From an optimization exercise on the open Yosys and OpenROAD flow, aimed at small area, a short achievable clock period and few clock cycles per item; shortcuts taken in it are not production practice.
Function was not checked in any run shown here: the RTL went through the layout flow alone.

==> flow/design.v, too long to show whole: its modules and the start of the top module <==
// module dsp_mac_postadd: 74 lines
// module dsp_mac_pipe: 979 lines
module dsp_mac_pipe
#(
  parameter int A_W      = 18,
  parameter int B_W      = 18,
  parameter int P_W      = 48,
  parameter bit SATURATE = 1'b0
) (
  input  logic           clk,
  input  logic           rst_n,
  input  logic [A_W-1:0] a,
  input  logic [B_W-1:0] b,
  input  logic [B_W-1:0] d,
  input  logic [P_W-1:0] c,
  input  logic           carryin,
  input  logic           pre_sel,
  input  logic           pre_sub,
  input  logic [1:0]     mode,
  input  logic           in_valid,
  input  logic           in_last,
  output logic           in_ready,
  output logic [P_W-1:0] p,
  output logic           carryout,
  output logic           ovf,
  output logic           out_valid,
  output logic           out_last,
  input  logic           out_ready
);
  // ...
==> flow/run.sh <==
#!/bin/bash
# synth_recipe.tcl (not shown) runs the flow's synth.tcl, then flattens the netlist and writes it again
# the make line also repeats each setting of config.mk as NAME=value (left out here)
make -C /OpenROAD-flow-scripts/flow DESIGN_CONFIG=/design/flow/config.mk WORK_HOME=/design/flow/orfs CLKGATE_MAP_FILE= SYNTH_SCRIPT=/design/flow/synth_recipe.tcl finish
==> flow/config.mk <==
export PLATFORM = sky130hd
export DESIGN_NAME = dsp_mac_pipe
export DESIGN_NICKNAME = dsp_mac_pipe
export VERILOG_FILES = /design/flow/design.v
export SDC_FILE = /design/flow/constraint.sdc
export NUM_CORES = 4
export LEC_CHECK = 0
export CAP_MARGIN = 20
export CORE_MARGIN = 2
export CORE_UTILIZATION = 40
export SLEW_MARGIN = 20
==> flow/constraint.sdc <==
create_clock -name core_clock -period 7.0 [get_ports {clk}]
set_input_delay 1.4000 -clock core_clock [delete_from_list [all_inputs] [get_ports {clk}]]
set_output_delay 1.4000 -clock core_clock [all_outputs]
set_load 0.01 [all_outputs]
==> qor.csv, run 1 <==
metric,value,unit
dominant class by area,multi-input gates,
Setup Viol. Count Final,75,
M2 GR Usage,0.475,
Routed Antenna Nets,0,
Worst EP arrival,8.72,ns
DR vias/cell,5.29,
1st-iter DRT viols,941,
worst setup margin,-1.62,ns
Top Family by Delay on Critical Path,compound AO/OA/AOI/OAI gates,
gr busiest metal,met2,
SO Faults,negative setup slack,
# rows,76,
xor/xnor share of the synthesized area,0.130,
Startpoint Class,primary input,
most frequent cells in the layout,"buf_4, inv_1, fa_1",
CP startpoint,pre_sel,
outcome,finished with violations,
Layout Utilization,0.596,
Fin Clk Skew,0.0137,ns
initial antenna violation count,0,
most frequent cells after synthesis,"inv_1, fa_1, o22ai_1, xnor2_1, nand2_1",
kind of critical path,in -> reg,
post-route insts no fill,3033,
met1 wire length,24400,um
part of the cycle the worst path needs,1.23,
achievable frequency,0.116,GHz
compound-cell area share of the yosys netlist,0.161,
multi-input gate share of total cell area,0.579,
DP Area,23100,um2
grt met3 use,0.0224,
port bufs,164,
==> run 2, diff against run 1 <==
--- a/flow/design.v
+++ b/flow/design.v
@@ -130,61 +130,76 @@
   assign in_ready = adv;
   logic        psub;
   logic [18:0] dd, bx;
   logic [19:0] xs;
   assign psub = pre_sel & pre_sub;
   assign dd   = pre_sel ? {d[17], d} : 19'd0;
   assign bx   = {b[17], b} ^ {19{psub}};
   assign xs   = {dd, 1'b1} + {bx, psub};
+  logic        is_acc0, accc0, msub0;
+  logic [18:0] ae;
+  logic [8:0]  bone, btwo, bneg;
+  assign is_acc0 = mode[0];
+  assign accc0   = mode[0] & mode[1];
+  assign msub0   = mode[1] & !mode[0];
+  assign ae      = {a, 1'b0};
+  genvar gi, gj;
+  for (gi = 0; gi < 9; gi++) begin : g_enc
+    logic h, m, l;
+    assign h = ae[2*gi+2];
+    assign m = ae[2*gi+1];
+    assign l = ae[2*gi];
+    assign bone[gi] = !accc0 & (m ^ l);
+    assign btwo[gi] = !accc0 & ((h & !m & !l) | (!h & m & l));
+    assign bneg[gi] = !accc0 & (h ^ msub0);
+  end
   logic        v1_reg, ci1_reg, last1_reg;
   logic [1:0]  mode1_reg;
-  logic [17:0] a1_reg;
+  logic        msign1_reg;
   logic [18:0] x1_reg;
   logic [47:0] c1_reg;
-  assign v1_reg    = in_valid;
-  assign a1_reg    = a;
-  assign x1_reg    = xs[19:1];
-  assign c1_reg    = (mode == dsp_mac_pkg::MAC) ? 48'd0 : c;
-  assign mode1_reg = mode;
-  assign ci1_reg   = carryin;
-  assign last1_reg = in_last;
+  logic [8:0]  one1_reg, two1_reg, neg1_reg;
+  always_ff @(posedge clk or negedge rst_n) begin
+    if (!rst_n) v1_reg <= 1'b0;
+    else if (adv) v1_reg <= in_valid;
+  end
+  always_ff @(posedge clk) begin
+    if (adv) begin
+      msign1_reg <= (a[17] ^ xs[19]) & (|a) & (|xs[19:1]);
+      x1_reg    <= xs[19:1];
+      c1_reg    <= (mode == dsp_mac_pkg::MAC) ? 48'd0 : c;
+      mode1_reg <= mode;
+      ci1_reg   <= carryin;
+      last1_reg <= in_last;
+      one1_reg  <= bone;
+      two1_reg  <= btwo;
+      neg1_reg  <= bneg;
+    end
+  end
   logic is_acc, accc, msub, ms, ci, produce;
   logic live_reg, sticky_reg;
   logic [47:0] acc_reg;
   assign is_acc  = mode1_reg[0];
   assign accc    = mode1_reg[0] & mode1_reg[1];
   assign msub    = mode1_reg[1] & !mode1_reg[0];
   assign ms      = msub;
   assign ci      = ci1_reg;
   assign produce = !is_acc | last1_reg;
-  logic [18:0] ae;
-  logic [8:0]  bone, btwo, bneg;
-  assign ae = {a1_reg, 1'b0};
-  genvar gi, gj;
-  for (gi = 0; gi < 9; gi++) begin : g_enc
-    logic h, m, l;
-    assign h = ae[2*gi+2];
-    assign m = ae[2*gi+1];
-    assign l = ae[2*gi];
-    assign bone[gi] = !accc & (m ^ l);
-    assign btwo[gi] = !accc & ((h & !m & !l) | (!h & m & l));
-    assign bneg[gi] = !accc & (h ^ msub);
-  end
   logic [18:0]      x;
   logic [20:0]      xe;
   logic [8:0][19:0] ppm;
   logic [8:0]       ppsm;
   assign x  = x1_reg;
   assign xe = {x[18], x, 1'b0};    
   for (gi = 0; gi < 9; gi++) begin : g_row
     for (gj = 0; gj < 20; gj++) begin : g_bit
-      assign ppm[gi][gj] = ((bone[gi] & xe[gj+1]) | (btwo[gi] & xe[gj])) ^ bneg[gi];
+      assign ppm[gi][gj] = ((one1_reg[gi] & xe[gj+1]) | (two1_reg[gi] & xe[gj])) ^ neg1_reg[gi];
     end
-    assign ppsm[gi] = !(((bone[gi] | btwo[gi]) & x[18]) ^ bneg[gi]);
+    assign ppsm[gi] = !(((one1_reg[gi] | two1_reg[gi]) & x[18]) ^ neg1_reg[gi]);
   end
   logic [47:0] accv;
   logic [46:0] crow, arow;
   logic        crow_ns, arow_ns;
   assign accv    = (is_acc & live_reg) ? acc_reg : 48'd0;
   assign crow    = c1_reg[46:0];
   assign crow_ns = !c1_reg[47];
   assign arow    = accv[46:0];
@@ -489,38 +504,38 @@
   logic fs234, fc234;
   logic fs235, fc235;
   assign hs0 = krow[10] ^ crow[10];
   assign hc0 = krow[10] & crow[10];
   assign hs1 = krow[11] ^ crow[11];
   assign hc1 = krow[11] & crow[11];
   assign fs0 = krow[12] ^ crow[12] ^ arow[12];
   assign fc0 = (krow[12] & crow[12]) | (krow[12] & arow[12]) | (crow[12] & arow[12]);
-  assign hs2 = bneg[6] ^ ppm[0][12];
-  assign hc2 = bneg[6] & ppm[0][12];
+  assign hs2 = neg1_reg[6] ^ ppm[0][12];
+  assign hc2 = neg1_reg[6] & ppm[0][12];
   assign fs1 = krow[13] ^ crow[13] ^ arow[13];
   assign fc1 = (krow[13] & crow[13]) | (krow[13] & arow[13]) | (crow[13] & arow[13]);
   assign hs3 = ppm[0][13] ^ ppm[1][11];
   assign hc3 = ppm[0][13] & ppm[1][11];
   assign fs2 = krow[14] ^ crow[14] ^ arow[14];
   assign fc2 = (krow[14] & crow[14]) | (krow[14] & arow[14]) | (crow[14] & arow[14]);
-  assign fs3 = bneg[7] ^ ppm[0][14] ^ ppm[1][12];
-  assign fc3 = (bneg[7] & ppm[0][14]) | (bneg[7] & ppm[1][12]) | (ppm[0][14] & ppm[1][12]);
+  assign fs3 = neg1_reg[7] ^ ppm[0][14] ^ ppm[1][12];
+  assign fc3 = (neg1_reg[7] & ppm[0][14]) | (neg1_reg[7] & ppm[1][12]) | (ppm[0][14] & ppm[1][12]);
   assign hs4 = ppm[2][10] ^ ppm[3][8];
   assign hc4 = ppm[2][10] & ppm[3][8];
   assign fs4 = krow[15] ^ crow[15] ^ arow[15];
   assign fc4 = (krow[15] & crow[15]) | (krow[15] & arow[15]) | (crow[15] & arow[15]);
   assign fs5 = ppm[0][15] ^ ppm[1][13] ^ ppm[2][11];
   assign fc5 = (ppm[0][15] & ppm[1][13]) | (ppm[0][15] & ppm[2][11]) | (ppm[1][13] & ppm[2][11]);
   assign hs5 = ppm[3][9] ^ ppm[4][7];
   assign hc5 = ppm[3][9] & ppm[4][7];
   assign fs6 = krow[16] ^ crow[16] ^ arow[16];
   assign fc6 = (krow[16] & crow[16]) | (krow[16] & arow[16]) | (crow[16] & arow[16]);
-  assign fs7 = bneg[8] ^ ppm[0][16] ^ ppm[1][14];
-  assign fc7 = (bneg[8] & ppm[0][16]) | (bneg[8] & ppm[1][14]) | (ppm[0][16] & ppm[1][14]);
+  assign fs7 = neg1_reg[8] ^ ppm[0][16] ^ ppm[1][14];
+  assign fc7 = (neg1_reg[8] & ppm[0][16]) | (neg1_reg[8] & ppm[1][14]) | (ppm[0][16] & ppm[1][14]);
   assign fs8 = ppm[2][12] ^ ppm[3][10] ^ ppm[4][8];
   assign fc8 = (ppm[2][12] & ppm[3][10]) | (ppm[2][12] & ppm[4][8]) | (ppm[3][10] & ppm[4][8]);
   assign hs6 = ppm[5][6] ^ ppm[6][4];
   assign hc6 = ppm[5][6] & ppm[6][4];
   assign fs9 = krow[17] ^ crow[17] ^ arow[17];
   assign fc9 = (krow[17] & crow[17]) | (krow[17] & arow[17]) | (crow[17] & arow[17]);
   assign fs10 = ppm[0][17] ^ ppm[1][15] ^ ppm[2][13];
   assign fc10 = (ppm[0][17] & ppm[1][15]) | (ppm[0][17] & ppm[2][13]) | (ppm[1][15] & ppm[2][13]);
@@ -571,36 +586,36 @@
   assign hs12 = 1'b1 ^ crow[25];
   assign hc12 = 1'b1 & crow[25];
   assign hs13 = krow[4] ^ crow[4];
   assign hc13 = krow[4] & crow[4];
   assign hs14 = krow[5] ^ crow[5];
   assign hc14 = krow[5] & crow[5];
   assign fs28 = krow[6] ^ crow[6] ^ arow[6];
   assign fc28 = (krow[6] & crow[6]) | (krow[6] & arow[6]) | (crow[6] & arow[6]);
-  assign hs15 = bneg[3] ^ ppm[0][6];
-  assign hc15 = bneg[3] & ppm[0][6];
+  assign hs15 = neg1_reg[3] ^ ppm[0][6];
+  assign hc15 = neg1_reg[3] & ppm[0][6];
   assign fs29 = krow[7] ^ crow[7] ^ arow[7];
   assign fc29 = (krow[7] & crow[7]) | (krow[7] & arow[7]) | (crow[7] & arow[7]);
   assign hs16 = ppm[0][7] ^ ppm[1][5];
   assign hc16 = ppm[0][7] & ppm[1][5];
   assign fs30 = krow[8] ^ crow[8] ^ arow[8];
   assign fc30 = (krow[8] & crow[8]) | (krow[8] & arow[8]) | (crow[8] & arow[8]);
-  assign fs31 = bneg[4] ^ ppm[0][8] ^ ppm[1][6];
-  assign fc31 = (bneg[4] & ppm[0][8]) | (bneg[4] & ppm[1][6]) | (ppm[0][8] & ppm[1][6]);
+  assign fs31 = neg1_reg[4] ^ ppm[0][8] ^ ppm[1][6];
+  assign fc31 = (neg1_reg[4] & ppm[0][8]) | (neg1_reg[4] & ppm[1][6]) | (ppm[0][8] & ppm[1][6]);
   assign hs17 = ppm[2][4] ^ ppm[3][2];
   assign hc17 = ppm[2][4] & ppm[3][2];
   assign fs32 = krow[9] ^ crow[9] ^ arow[9];
   assign fc32 = (krow[9] & crow[9]) | (krow[9] & arow[9]) | (crow[9] & arow[9]);
   assign fs33 = ppm[0][9] ^ ppm[1][7] ^ ppm[2][5];
   assign fc33 = (ppm[0][9] & ppm[1][7]) | (ppm[0][9] & ppm[2][5]) | (ppm[1][7] & ppm[2][5]);
   assign hs18 = ppm[3][3] ^ ppm[4][1];
   assign hc18 = ppm[3][3] & ppm[4][1];
-  assign fs34 = arow[10] ^ bneg[5] ^ hs0;
-  assign fc34 = (arow[10] & bneg[5]) | (arow[10] & hs0) | (bneg[5] & hs0);
+  assign fs34 = arow[10] ^ neg1_reg[5] ^ hs0;
+  assign fc34 = (arow[10] & neg1_reg[5]) | (arow[10] & hs0) | (neg1_reg[5] & hs0);
   assign fs35 = ppm[0][10] ^ ppm[1][8] ^ ppm[2][6];
   assign fc35 = (ppm[0][10] & ppm[1][8]) | (ppm[0][10] & ppm[2][6]) | (ppm[1][8] & ppm[2][6]);
   assign fs36 = ppm[3][4] ^ ppm[4][2] ^ ppm[5][0];
   assign fc36 = (ppm[3][4] & ppm[4][2]) | (ppm[3][4] & ppm[5][0]) | (ppm[4][2] & ppm[5][0]);
   assign fs37 = arow[11] ^ hc0 ^ hs1;
   assign fc37 = (arow[11] & hc0) | (arow[11] & hs1) | (hc0 & hs1);
   assign fs38 = ppm[0][11] ^ ppm[1][9] ^ ppm[2][7];
   assign fc38 = (ppm[0][11] & ppm[1][9]) | (ppm[0][11] & ppm[2][7]) | (ppm[1][9] & ppm[2][7]);
@@ -715,24 +730,24 @@
   assign hs21 = 1'b1 ^ crow[31];
   assign hc21 = 1'b1 & crow[31];
   assign hs22 = krow[0] ^ crow[0];
   assign hc22 = krow[0] & crow[0];
   assign hs23 = krow[1] ^ crow[1];
   assign hc23 = krow[1] & crow[1];
   assign fs91 = krow[2] ^ crow[2] ^ arow[2];
   assign fc91 = (krow[2] & crow[2]) | (krow[2] & arow[2]) | (crow[2] & arow[2]);
-  assign hs24 = bneg[1] ^ ppm[0][2];
-  assign hc24 = bneg[1] & ppm[0][2];
+  assign hs24 = neg1_reg[1] ^ ppm[0][2];
+  assign hc24 = neg1_reg[1] & ppm[0][2];
   assign fs92 = krow[3] ^ crow[3] ^ arow[3];
   assign fc92 = (krow[3] & crow[3]) | (krow[3] & arow[3]) | (crow[3] & arow[3]);
   assign hs25 = ppm[0][3] ^ ppm[1][1];
   assign hc25 = ppm[0][3] & ppm[1][1];
-  assign fs93 = arow[4] ^ bneg[2] ^ hs13;
-  assign fc93 = (arow[4] & bneg[2]) | (arow[4] & hs13) | (bneg[2] & hs13);
+  assign fs93 = arow[4] ^ neg1_reg[2] ^ hs13;
+  assign fc93 = (arow[4] & neg1_reg[2]) | (arow[4] & hs13) | (neg1_reg[2] & hs13);
   assign fs94 = ppm[0][4] ^ ppm[1][2] ^ ppm[2][0];
   assign fc94 = (ppm[0][4] & ppm[1][2]) | (ppm[0][4] & ppm[2][0]) | (ppm[1][2] & ppm[2][0]);
   assign fs95 = arow[5] ^ hc13 ^ hs14;
   assign fc95 = (arow[5] & hc13) | (arow[5] & hs14) | (hc13 & hs14);
   assign fs96 = ppm[0][5] ^ ppm[1][3] ^ ppm[2][1];
   assign fc96 = (ppm[0][5] & ppm[1][3]) | (ppm[0][5] & ppm[2][1]) | (ppm[1][3] & ppm[2][1]);
   assign fs97 = hc14 ^ fs28 ^ ppm[1][4];
   assign fc97 = (hc14 & fs28) | (hc14 & ppm[1][4]) | (fs28 & ppm[1][4]);
@@ -845,18 +860,18 @@
   assign fs151 = 1'b1 ^ crow[33] ^ arow[33];
   assign fc151 = (1'b1 & crow[33]) | (1'b1 & arow[33]) | (crow[33] & arow[33]);
   assign hs26 = ppm[7][19] ^ ppm[8][17];
   assign hc26 = ppm[7][19] & ppm[8][17];
   assign fs152 = crow[34] ^ arow[34] ^ ppsm[7];
   assign fc152 = (crow[34] & arow[34]) | (crow[34] & ppsm[7]) | (arow[34] & ppsm[7]);
   assign hs27 = 1'b1 ^ crow[35];
   assign hc27 = 1'b1 & crow[35];
-  assign hs28 = arow[0] ^ bneg[0];
-  assign hc28 = arow[0] & bneg[0];
+  assign hs28 = arow[0] ^ neg1_reg[0];
+  assign hc28 = arow[0] & neg1_reg[0];
   assign fs153 = arow[1] ^ hc22 ^ hs23;
   assign fc153 = (arow[1] & hc22) | (arow[1] & hs23) | (hc22 & hs23);
   assign fs154 = hc23 ^ fs91 ^ ppm[1][0];
   assign fc154 = (hc23 & fs91) | (hc23 & ppm[1][0]) | (fs91 & ppm[1][0]);
   assign fs155 = fc91 ^ fs92 ^ hc24;
   assign fc155 = (fc91 & fs92) | (fc91 & hc24) | (fs92 & hc24);
   assign fs156 = fc92 ^ fs93 ^ hc25;
   assign fc156 = (fc92 & fs93) | (fc92 & hc25) | (fs93 & hc25);
@@ -1041,17 +1056,17 @@
   assign fs234 = arow[46] ^ hc37 ^ hs38;
   assign fc234 = (arow[46] & hc37) | (arow[46] & hs38) | (hc37 & hs38);
   assign fs235 = arow_ns ^ hc38 ^ hs39;
   assign fc235 = (arow_ns & hc38) | (arow_ns & hs39) | (hc38 & hs39);
   assign sum0 = {hc39, fc234, fc233, fc232, fc231, fc230, fc229, fc228, fc227, fc226, fs226, fs225, fs224, fc222, fs222, fs221, fc219, fc218, fc217, fc216, fs216, fc214, fc213, fc212, fc211, fc210, fc209, fc208, fc207, fc206, fc205, fc204, fc203, fc202, fc201, fc200, fc199, fc198, fc197, fc196, fc195, fc194, fc193, fc192, fc191, fc190, fc189, hc40, ppm[0][0]};
   assign sum1 = {fc235, fs235, fs234, fs233, fs232, fs231, fs230, fs229, fs228, fs227, fc225, fc224, fc223, fs223, fc221, fc220, fs220, fs219, fs218, fs217, fc215, fs215, fs214, fs213, fs212, fs211, fs210, fs209, fs208, fs207, fs206, fs205, fs204, fs203, fs202, fs201, fs200, fs199, fs198, fs197, fs196, fs195, fs194, fs193, fs192, fs191, fs190, fs189, hs40};
   assign r = sum0 + sum1;
   logic msign, op1_47, op2_47, ovf_now, ovf_tot, cy_now;
-  assign msign   = (a1_reg[17] ^ x[18]) & (|a1_reg) & (|x);
+  assign msign   = msign1_reg;
   assign op1_47  = is_acc ? accv[47] : c1_reg[47];
   assign op2_47  = accc ? c1_reg[47] : (msign ^ msub);
   assign cy_now  = r[48] ^ op1_47 ^ op2_47;
   assign ovf_now = r[48] ^ r[47];
   assign ovf_tot = ovf_now | (is_acc & live_reg & sticky_reg);
   always_ff @(posedge clk or negedge rst_n) begin
     if (!rst_n) begin
       out_valid <= 1'b0;
==> run 2 against run 1 <==
The run now finishes clean. Register-to-register slack got worse by 0.61 ns. Utilization is 12 points lower. Hold slack better by 0.031 ns. Critical endpoint is now p[41]. Largest cell class unchanged. Synthesized cell count grew 7.7%.
==> qor.csv, run 2 <==
metric,value,unit,change
worst skew pair latency,0.57,ns,was 0.37 ns
GRT Overall Usage,0.221,,was 0.264
"Top FF cell, synth",edfxtp_1,,unchanged
Layout area overhead,17.0,%,was 47.5%
Setup Viol. Count Final,0,,was 75
most frequent cells in the layout,"inv_1, fa_1, edfxtp_1",,"was buf_4, inv_1, fa_1"
setup bufs post-CTS,0,,was 69
first-pass GRT wire length,91900,um,"was 92,400 um"
initial antenna violation count,0,,unchanged
Syn Area/Cell,10.2,um2,was 9.20 um2
"EDFF count, synth",199,,was 100
die area,53900,um2,"was 45,200 um2"
Die H,232,um,was 213 um
Routed Antenna Nets,0,,unchanged
port bufs,164,,unchanged
Gate Count Post-Synth,2040,,"was 1,894"
DP HPWL,46000,um,"was 46,700 um"
largest net degree at the start of global routing,70,,was 29
synth top area cells,"edfxtp_1, fa_1, xnor2_1, ha_1, a22oi_1",,"was fa_1, edfxtp_1, xnor2_1, ha_1, inv_1"
Worst EP arrival,6.89,ns,was 8.72 ns
vias in the first global route,16038,,"was 17,186"
kind of critical path,reg -> reg,,was in -> reg
top-count cell post-synth,inv_1,,unchanged
post-route insts no fill,2872,,"was 3,033"
DP Area,23400,um2,"was 23,100 um2"
CTS Hold Buffers Added,0,,unchanged
1st-iter DRT viols,1175,,was 941
"Seq/Total Area, Yosys",0.291,,was 0.175
clk root buf,clkbuf_16,,unchanged
Synth cell types,73,,was 71
Ant. Diodes,0,,unchanged
Layout Utilization,0.474,,was 0.596
Initial DRT Pass Iterations,5,,unchanged
GR Overflow Total,0,,unchanged
data required time of the worst path,7.28,ns,was 7.11 ns
CP Capture Type,flop,,unchanged
crit-path max FO,11,,was 5
post-layout min period,6.61,ns,was 8.62 ns
clk buf depth,3,,was 2
Slew @ Worst Pin,0.938,ns,was 0.823 ns
Core ar.,51400,um2,"was 43,100 um2"
"area leader, netlist",edfxtp_1,,was fa_1
Rel. slew slack,0.375,,was 0.452
Final Hold Viols,0,,unchanged
setup TNS,0,ns,was -81.05 ns
Die Wd,232,um,was 213 um
Ports,165,,unchanged
Final Net Count,2609,,"was 2,886"
Post-Syn Area,20800,um2,"was 17,400 um2"
Startpoint Class,flop,,was primary input
share of layout cells above drive strength 1,0.0693,,was 0.329
worst setup margin,0.392,ns,was -1.62 ns
Placement Setup Slack,0.468,ns,was -2.66 ns
Sink Count,202,,was 102
DRT Wirelength,58300,um,"was 59,000 um"
"flops & latches, synth",202,,was 102
# rows,83,,was 76
Hold Path Class,reg -> reg,,unchanged
DR vias/cell,5.39,,was 5.29
post-synthesis async set-or-reset flop share,0.0149,,was 0.0196
CTS tree,done,,unchanged
outcome,no timing/DRC/antenna violations,,was finished with violations
achievable frequency,0.151,GHz,was 0.116 GHz
Fin Clk Skew,0.0300,ns,was 0.0137 ns
Inserted Clock Buffers,25,,was 9
clock slew at reported path FFs,0.06,ns,was 0.08 ns
RSZ-0062 raised after global routing,no,,was yes
via count,15482,,"was 16,046"
drt wl/cell,20.3,um,was 19.4 um
Max Slew Vio Count,0,,unchanged
initial core utilization,0.405,,was 0.404
max_cap viols,0,,unchanged
H-tree levels,1,,was 3
Synth top area share,0.287,,was 0.267
most frequent cells after synthesis,"inv_1, fa_1, edfxtp_1, xnor2_1, a22oi_1",,"was inv_1, fa_1, o22ai_1, xnor2_1, nand2_1"
GPL Wtd Cong,0.887,,was 0.905
cell area after layout,24300,um2,"was 25,700 um2"
post-cts sizing count,0,,was 267
post-synth net total,2476,,"was 2,336"
part of the cycle the worst path needs,0.944,,was 1.23
most frequent standard cell in the layout excluding fill and tap cells,inv_1,,was buf_4
DRC,0,,unchanged
synth warn,1,,unchanged
DP Cell Count,2826,,"was 2,948"
run 2: changes by cell type after synthesis, sizes merged, moves of 32 or more:
cell / delta
a22oi: +163
o22ai: -147
edfxtp: +99
nand2: -44
and2: +34
xnor2: +32
run 2: area by class of cell:
cell class	instances	area, um2
Multi-Input combinational cell	1422	13200
Tap cell	680	851
Clock inverter	17	279
Timing Repair Buffer	250	2310
Inverter	272	1020
Clock buffer	29	641
Sequential cell	202	6050
Fill cell	4831	27100
run 2: per-stage QoR:
stage / hold WS (ns)
floorplan: 0.445
global placement: 0.618
detailed placement: 0.605
CTS: 0.618
global route: 0.645
finish: 0.631
run 2: worst paths after layout:
| path | start | end | slack [ns] | cells past startpoint |
|---|---|---|---|---|
| hold / removal | v1_reg | v1_reg | 0.63 | 1 |
| setup reg to reg | one1_reg[4] | p[41] | 0.39 | 22 |
| hold reg to reg | v1_reg | v1_reg | 0.63 | 1 |
| setup / recovery | one1_reg[4] | p[41] | 0.39 | 22 |
| max in group asynchronous | rst_n | out_valid | 5.80 | 1 |
| min in group asynchronous | rst_n | live_reg | 1.04 | 1 |
run 2: critical path, stage by stage (launching register included):
cell,delay [ns]
edfxtp_1,0.65
buf_4,0.28
a22oi_1,0.11
xor2_1,0.19
fa_1,0.51
inv_1,0.05
fa_1,0.55
inv_1,0.06
fa_1,0.38
inv_1,0.10
fa_1,0.41
fa_1,0.45
ha_1,0.37
a21oi_1,0.24
o21bai_1,0.12
a21o_1,0.21
or4b_1,0.49
o21ai_1,0.34
buf_4,0.20
o31ai_1,0.08
buf_4,0.16
a41oi_1,0.24
xnor2_1,0.12
run 2: cells by family (layout without fill, tap and decap cells):
logic type	count (synthesis)	count (layout)	share of synthesized area
fa+ha+maj	324	324	0.272
xor+xnor	286	286	0.120
flops	202	202	0.291
simple gates	359	359	0.0874
compound gates	438	438	0.146
buf+inv	416	568	0.0766
mux	15	15	0.00733
run 2: per-layer routing:
layer,part of all wire,up-vias,GRT usage,wire length (um)
met1,0.43,7776,0.296,25100
li1,-,7210,-,-
met5,0,-,0,0
met2,0.49,442,0.385,28900
met3,0.052,54,0.0246,3060
met4,0.022,0,0.0509,1290
==> run 3, diff against run 2 <==
==> flow/flow/run.sh (new file) <==
#!/bin/bash
# Standard ORFS layout with two changes:
#  - after the standard synthesis, fa_polarity.py rebuilds full adders in
#    true or complemented form (and swaps a few gates for their complement
#    cells) to drop the inverters synthesis left around them; registers and
#    all other cells are untouched;
#  - placement buffers every port with buf_1 instead of the default cell.
set -euo pipefail
R="$PWD/orfs/results/sky130hd/dsp_mac_pipe/base"
BUF="BUFFER_PORTS_ARGS=-buffer_cell sky130_fd_sc_hd__buf_1"
bash standard.sh "$BUF" synth > make_synth.log 2>&1
cp "$R/1_2_yosys.v" "$R/1_2_yosys_standard.v"
python3 flow/fa_polarity.py "$R/1_2_yosys_standard.v" "$R/1_2_yosys.v" > fa_polarity.log 2>&1
rm -f "$R/1_synth.odb" "$R/1_synth.sdc"
bash standard.sh "$BUF" finish > make_finish.log 2>&1
==> flow/flow/fa_polarity.py (new file) <==
#!/usr/bin/env python3
"""Remove inverters around full adders in a Yosys sky130 gate netlist.

A full adder is self-dual: FA(~a, ~b, ~c) = (~sum, ~cout).  Synthesis leaves
inverters between full adders wherever it picked the other polarity.  This
script collapses every inverter into a literal (signal, polarity), chooses
for each full adder whether to build it in true or complemented form, and for
some simple gates whether to use the complementary cell (xor2 <-> xnor2,
nand2 <-> and2, ...), so that the total area of the inverters still needed
plus the area those cell swaps add is smallest (greedy local search).  It
then writes the netlist back with one inverter per signal that still needs
its complement.  Registers, ports and all other cells are kept as they are.

usage: fa_polarity.py in.v out.v
"""
import random
import re
import sys
from collections import defaultdict

LIB = "sky130_fd_sc_hd__"
OUT_PINS = {"X", "Y", "Q", "Q_N", "SUM", "COUT", "HI", "LO", "GCLK"}
INV_AREA = 3.7536
# cell -> (complementary cell, its output pin, extra area of the complement)
COMPLEMENT = {
    "xor2_1": ("xnor2_1", "Y", 0.0), "xnor2_1": ("xor2_1", "X", 0.0),
    "nand2_1": ("and2_1", "X", 2.5), "and2_1": ("nand2_1", "Y", -2.5),
    "nor2_1": ("or2_1", "X", 2.5), "or2_1": ("nor2_1", "Y", -2.5),
    "nand2b_1": ("and2b_1", "X", 1.25), "and2b_1": ("nand2b_1", "Y", -1.25),
    "nor2b_1": ("or2b_1", "X", 1.25), "or2b_1": ("nor2b_1", "Y", -1.25),
    "a21oi_1": ("a21o_1", "X", 2.5), "a21o_1": ("a21oi_1", "Y", -2.5),
    "o21ai_1": ("o21a_1", "X", 2.5), "o21a_1": ("o21ai_1", "Y", -2.5),
}
AREA = {}
for k, (c, _, d) in COMPLEMENT.items():
    AREA[k] = 0.0

src = open(sys.argv[1]).read()
m = re.search(r"^module .*?;\n", src, re.S | re.M)
mod_head = src[: m.end()]
body = src[m.end():]
endpos = body.rindex("endmodule")
tail = body[endpos:]
body = body[:endpos]

cell_re = re.compile(r"^\s*(sky130_fd_sc_hd__\w+)\s+(\S+)\s*\((.*?)\);\n", re.S | re.M)
pin_re = re.compile(r"\.(\w+)\(\s*(.*?)\s*\)(?=\s*,|\s*$)", re.S)

decls = []
cells = {}
order = []
pos = 0
for cm in cell_re.finditer(body):
    decls.append(body[pos:cm.start()])
    pos = cm.end()
    typ, name, pins = cm.group(1), cm.group(2), cm.group(3)
    pd = {}
    for pm in pin_re.finditer(pins.strip()):
        pd[pm.group(1)] = pm.group(2)
    cells[name] = {"type": typ[len(LIB):], "pins": pd}
    order.append(name)
decls.append(body[pos:])
decl_text = "".join(decls)

ports = set()
for pm in re.finditer(r"^\s*(?:input|output|inout)\s+(?:\[(\d+):(\d+)\]\s+)?(\S+);", decl_text, re.M):
    if pm.group(1):
        hi, lo = int(pm.group(1)), int(pm.group(2))
        for i in range(min(hi, lo), max(hi, lo) + 1):
            ports.add(f"{pm.group(3)}[{i}]")
    ports.add(pm.group(3))

driver = {}
for name, c in cells.items():
    for pin, net in c["pins"].items():
        if pin in OUT_PINS:
            driver[net] = (name, pin)


def is_inv(name):
    return re.match(r"(inv|clkinv)_\d+$", cells[name]["type"]) is not None


def is_fa(name):
    return re.match(r"fa_\d+$", cells[name]["type"]) is not None


# inverters that can be dissolved: output not a port
dissolve = {n for n in cells if is_inv(n) and cells[n]["pins"]["Y"] not in ports}


def literal(net):
    """(source net, polarity) of a net, looking through dissolvable inverters."""
    q = 0
    while net in driver and driver[net][0] in dissolve:
        net = cells[driver[net][0]]["pins"]["A"]
        q ^= 1
    return net, q


# flippable cells: full adders (inputs and outputs complemented) and gates
# with a complementary cell (output complemented)
flip_fa = [n for n in cells if is_fa(n)
           and not any(cells[n]["pins"].get(p) in ports for p in ("SUM", "COUT"))]
flip_gate = [n for n in cells if cells[n]["type"] in COMPLEMENT and n not in dissolve
             and not any(net in ports for p, net in cells[n]["pins"].items() if p in OUT_PINS)]
x = {n: 0 for n in flip_fa + flip_gate}
isfa = set(flip_fa)

# each load pin that is not a dissolved inverter: (cell, pin, source, polarity)
loads_of = defaultdict(list)      # source net -> [(cell, pin, q)]
for name, c in cells.items():
    if name in dissolve:
        continue
    for pin, net in c["pins"].items():
        if pin in OUT_PINS:
            continue
        s, q = literal(net)
        loads_of[s].append((name, pin, q))
# port loads of a source: a port net that is driven through inverters keeps
# its inverter (not dissolved), so nothing to do here

src_flip = {}                     # source net -> flippable cell driving it
for n in x:
    for pin, net in cells[n]["pins"].items():
        if pin in OUT_PINS:
            src_flip[net] = n

touch = defaultdict(set)
for s, ls in loads_of.items():
    if s in src_flip:
        touch[src_flip[s]].add(s)
    for (c, pin, q) in ls:
        if c in isfa:
            touch[c].add(s)


def src_cost(s):
    phys = x[src_flip[s]] if s in src_flip else 0
    need = set()
    for (c, pin, q) in loads_of[s]:
        need.add(q ^ (x[c] if c in isfa else 0))
    return INV_AREA if (need - {phys}) else 0.0


def cell_cost(n):
    if n in isfa or not x[n]:
        return 0.0
    return COMPLEMENT[cells[n]["type"]][2]


def total():
    return sum(src_cost(s) for s in loads_of) + sum(cell_cost(n) for n in x)


def delta(n):
    ss = touch[n]
    before = sum(src_cost(s) for s in ss) + cell_cost(n)
    x[n] ^= 1
    after = sum(src_cost(s) for s in ss) + cell_cost(n)
    x[n] ^= 1
    return after - before


start = total()
best = dict(x)
best_cost = start
rng = random.Random(1)
cur = start
names = list(x)
for rnd in range(60):
    rng.shuffle(names)
    moved = False
    for n in names:
        d = delta(n)
        if d < -1e-9 or (d < 1e-9 and rnd < 40 and rng.random() < 0.2):
            x[n] ^= 1
            cur += d
            moved = moved or d < -1e-9
            if cur < best_cost - 1e-9:
                best_cost = cur
                best = dict(x)
    if rnd >= 40 and not moved:
        break
x = best

n_inv_before = sum(1 for n in cells if is_inv(n))

# rebuild: new cells list
new_cells = {}
new_order = []
wires_new = []
cnt = [0]


def fresh(prefix):
    cnt[0] += 1
    return f"_{prefix}{cnt[0]}_"


# physical net for each source with polarity phys; complement nets on demand
phys_net = {}
comp_net = {}
for name in order:
    c = cells[name]
    if name in dissolve:
        continue
    typ = c["type"]
    pins = dict(c["pins"])
    if name in x and x[name] and name not in isfa:
        typ, opin, _ = COMPLEMENT[typ]
        old_out = [p for p in pins if p in OUT_PINS][0]
        pins[opin] = pins.pop(old_out)
    new_cells[name] = {"type": typ, "pins": pins}
    new_order.append(name)

# source polarity after flips
def phys(s):
    return x[src_flip[s]] if s in src_flip else 0


inv_for = {}


def net_for(s, q):
    """A net carrying literal (s, q)."""
    if q == phys(s):
        return s
    if s not in inv_for:
        y = fresh("fapol")
        wires_new.append(y)
        iname = fresh("fapolinv")
        new_cells[iname] = {"type": "inv_1", "pins": {"A": s, "Y": y}}
        new_order.append(iname)
        inv_for[s] = y
    return inv_for[s]


for name in list(new_order):
    c = new_cells[name]
    if name in inv_for.values():
        continue
    for pin, net in list(c["pins"].items()):
        if pin in OUT_PINS or c["type"] == "inv_1" and name.startswith("_fapolinv"):
            continue
        s, q = literal(net)
        want = q ^ (x[name] if name in isfa else 0)
        c["pins"][pin] = net_for(s, want)

n_inv_after = sum(1 for n in new_cells if re.match(r"(inv|clkinv)_\d+$", new_cells[n]["type"]))
print(f"inverters: {n_inv_before} -> {n_inv_after}; cost {start:.1f} -> {best_cost:.1f}", file=sys.stderr)

driven = set()
used = set()
for n, c in new_cells.items():
    for p, net in c["pins"].items():
        (driven if p in OUT_PINS else used).add(net)
live = driven | used
out = [mod_head]
for line in decl_text.splitlines(keepends=True):
    wm = re.match(r"^\s*wire\s+(\S+);\s*$", line)
    if wm and wm.group(1) not in live and wm.group(1) not in ports:
        continue
    out.append(line)
for w in wires_new:
    out.append(f"  wire {w};\n")


def fmt(n):
    return n + " " if n.startswith("\\") else n


for name in new_order:
    c = new_cells[name]
    pins = ",\n".join(f"    .{p}({fmt(n)})" for p, n in c["pins"].items())
    out.append(f"  {LIB}{c['type']} {name} (\n{pins}\n  );\n")
out.append(tail)
open(sys.argv[2], "w").write("".join(out))
==> flow/standard.sh (new file) <==
#!/bin/bash
# synth_recipe.tcl (not shown) runs the flow's synth.tcl, then flattens the netlist and writes it again
# the make line also repeats each setting of config.mk as NAME=value (left out here)
make -C /OpenROAD-flow-scripts/flow DESIGN_CONFIG=/design/flow/config.mk WORK_HOME=/design/flow/orfs CLKGATE_MAP_FILE= SYNTH_SCRIPT=/design/flow/synth_recipe.tcl "${@:-finish}"
removed: flow/run.sh
==> run 3 against run 2 <==
Register-to-register slack lost 0.15 ns. Clock-buffer cell count increased by 2. Sequential share of layout area rose by 1.7 points. Die area decreased by 2.3%. Global-route usage fell by 0.29 points. Final cell count down 5.1%. Maximum frequency fell by 2.2%. Synthesized cell count fell by 6.7%. Worst setup slack worse by 0.15 ns. Sequential cell count did not move. Design area fell by 6.4%. Area after synthesis is 2.3% lower. Critical path type unchanged. Largest cell class unchanged.
==> qor.csv, run 3 <==
metric,value,unit,change
vias in the first global route,15492,,"was 16,038"
GR Overflow Total,0,,unchanged
Gate Count Post-Synth,1903,,"was 2,040"
Startpoint Class,flop,,unchanged
DP HPWL,44700,um,"was 46,000 um"
Layout area overhead,12.0,%,was 17.0%
setup bufs post-CTS,0,,unchanged
achievable frequency,0.148,GHz,was 0.151 GHz
synth warn,1,,unchanged
Critical R2R Launch,x1_reg[9],,was one1_reg[4]
Top Family by Delay on Critical Path,adder cells,,unchanged
hold depth,1,,unchanged
hold endpoint,v1_reg,,unchanged
1st-iter DRT viols,1142,,"was 1,175"
GRT Overall Usage,0.219,,was 0.221
slowest CP cell,edfxtp_1,,unchanged
Die H,229,um,was 232 um
data required time of the worst path,7.27,ns,was 7.28 ns
CP Capture Type,flop,,unchanged
Post-Syn Area,20300,um2,"was 20,800 um2"
largest net degree at the start of global routing,59,,was 70
initial core utilization,0.405,,about the same
Ports,165,,unchanged
"reg-to-reg slack, setup",0.24,ns,was 0.39 ns
max_cap viols,0,,unchanged
Sink Count,202,,unchanged
Inserted Clock Buffers,25,,unchanged
most frequent cells in the layout,"fa_1, edfxtp_1, xnor2_1",,"was inv_1, fa_1, edfxtp_1"
crit-path cells,a22oi_1 > xor2_1 > fa_1 > inv_1 > fa_1 > fa_1 > fa_1 > fa_1 > ha_1 > a211oi_1 > nor3_1 > o221ai_1 > or4b_1 > o21ai_1 > buf_4 > o31ai_1 > a41oi_1 > xnor2_1,,was buf_4 > a22oi_1 > xor2_1 > fa_1 > inv_1 > fa_1 > inv_1 > fa_1 > inv_1 > fa_1 > fa_1 > ha_1 > a21oi_1 > o21bai_1 > a21o_1 > or4b_1 > o21ai_1 > buf_4 > o31ai_1 > buf_4 > a41oi_1 > xnor2_1
buffer and inverter count on the worst path,2,,was 6
fillers,4730,,"was 4,831"
crit-path max FO,11,,unchanged
Rel. slew slack,0.338,,was 0.375
post-cts sizing count,0,,unchanged
first-pass GRT wire length,90200,um,"was 91,900 um"
Reg-to-Reg End,p[41],,unchanged
outcome,no timing/DRC/antenna violations,,unchanged
GPL Wtd Cong,0.925,,was 0.887
Max Slew Vio Count,0,,unchanged
clock slew at reported path FFs,0.06,ns,about the same
initial antenna violation count,2,,was 0
Hold Path Origin,v1_reg,,unchanged
DRT Wirelength,57300,um,"was 58,300 um"
WP depth,18,,was 22
Routed Antenna Nets,0,,unchanged
port bufs,164,,unchanged
part of the cycle the worst path needs,0.965,,was 0.944
Final Hold Viols,0,,unchanged
RSZ-0062 raised after global routing,no,,unchanged
clk buf depth,3,,unchanged
share of layout cells above drive strength 1,0.0726,,was 0.0693
most frequent cell on the critical path,fa_1,,unchanged
clk root buf,clkbuf_16,,unchanged
max incr delay on CP,0.76,ns,was 0.65 ns
DRC,0,,unchanged
DP Cell Count,2677,,"was 2,826"
Core ar.,50200,um2,"was 51,400 um2"
post-synth net total,2339,,"was 2,476"
worst skew pair latency,0.54,ns,was 0.57 ns
Fin Clk Skew,0.00778,ns,was 0.0300 ns
CTS tree,done,,unchanged
DR vias/cell,5.50,,was 5.39
R2R depth,18,,was 22
# rows,82,,was 83
kind of critical path,reg -> reg,,unchanged
most frequent standard cell in the layout excluding fill and tap cells,fa_1,,was inv_1
drt wl/cell,21.0,um,was 20.3 um
via count,14995,,"was 15,482"
post-layout min period,6.76,ns,was 6.61 ns
Setup Viol. Count Final,0,,unchanged
Slew @ Worst Pin,0.992,ns,was 0.938 ns
H-tree levels,1,,unchanged
setup TNS,0,ns,unchanged
post-route insts no fill,2726,,"was 2,872"
die area,52700,um2,"was 53,900 um2"
Worst EP arrival,7.03,ns,was 6.89 ns
CTS Hold Buffers Added,0,,unchanged
Die Wd,229,um,was 232 um
Final Net Count,2471,,"was 2,609"
Syn Area/Cell,10.7,um2,was 10.2 um2
Initial DRT Pass Iterations,6,,was 5
CP startpoint,x1_reg[9],,was one1_reg[4]
Hold Path Class,reg -> reg,,unchanged
[run 3: cell count changes in the layout (fill, tap and decap cells not counted), sizes merged, moves of 5 or more]
cell           change
xor2               -5
nand2             -12
and2              +12
inv              -139
clkdlybuf4s50    -164
buf              +163
xnor2              +5
[run 3: final cells by class]
class	count	area (um2)	area share
diodes	1	2.50	0.000110
clock buffers	31	668	0.0293
clock inverters	14	206	0.00906
inverters	135	507	0.0222
multi-input cells	1422	13200	0.581
flip-flops and latches	202	6050	0.266
well taps	672	841	0.0369
repair buffers	249	1280	0.0561
[run 3: worst max path at each step]
stage / slack (ns) / end
2_1_floorplan: 0.65 / acc_reg[41]
3_3_place_gp: 0.32 / p[41]
3_5_place_dp: 0.29 / acc_reg[41]
4_1_cts: 0.28 / p[41]
5_1_grt: 0.009 / p[41]
6_report: 0.24 / p[41]
[run 3: layer usage]
layer  track usage  part of all wire  vias to the layer above
met5             0           0.00023                        -
met1         0.308              0.45                     7451
met2         0.356              0.47                      546
met3        0.0321             0.064                       70
li1              -                 -                     6926
met4        0.0507             0.022                        2
[run 3: worst reg2reg max path: cells and delay by family (launching register included)]
kind,cells,cell delay [ns]
xor+xnor,2,0.36
simple gates,2,0.56
compound gates,6,1.55
flops,1,0.76
fa+ha+maj,6,2.98
buf+inv,2,0.27
[run 3: per-stage QoR]
stage	instance area [um2]	worst slack (ns)	hold WS, ns	util
after floorplan	20300	0.651	0.445	-
after global placement	21900	0.318	0.554	0.436
after detailed placement	21900	0.294	0.548	0.436
after CTS	22700	0.282	0.561	0.453
after global routing	22800	0.00933	0.582	0.454
final	22800	0.243	0.555	0.454

## separate check: timing with driven ports
The flow's constraints put no driver on any port. The routed layouts listed below were extracted and timed again, unchanged, in two steps.
Step 1 assumes that a clkbuf_16 drives the clock port and a buf_2 every other input.
Step 2 times the ports against the registers' clock, not the clock port: input delays grow and output delays shrink by t, the midpoint of the rising clock arrivals with the driver on.
Slacks: ideal ports / drivers / drivers and shift; pairs: ideal ports / drivers.
| run | shift t [ns] | setup slack, ns | worst setup path at the end | worst register clock-pin slew, ns |
|---|---|---|---|---|
| run 1 | 0.405 | -1.615 / -1.642 / -2.048 | input to register | 0.08 / 0.08 |
| run 2 | 0.615 | 0.392 / 0.392 / 0.392 | register to register | 0.06 / 0.06 |
| run 3 | 0.595 | 0.243 / 0.243 / 0.243 | register to register | 0.06 / 0.06 |
The setup slack of run 1, which loses most, moves by -0.027 ns with the drivers and by -0.433 ns with both steps.
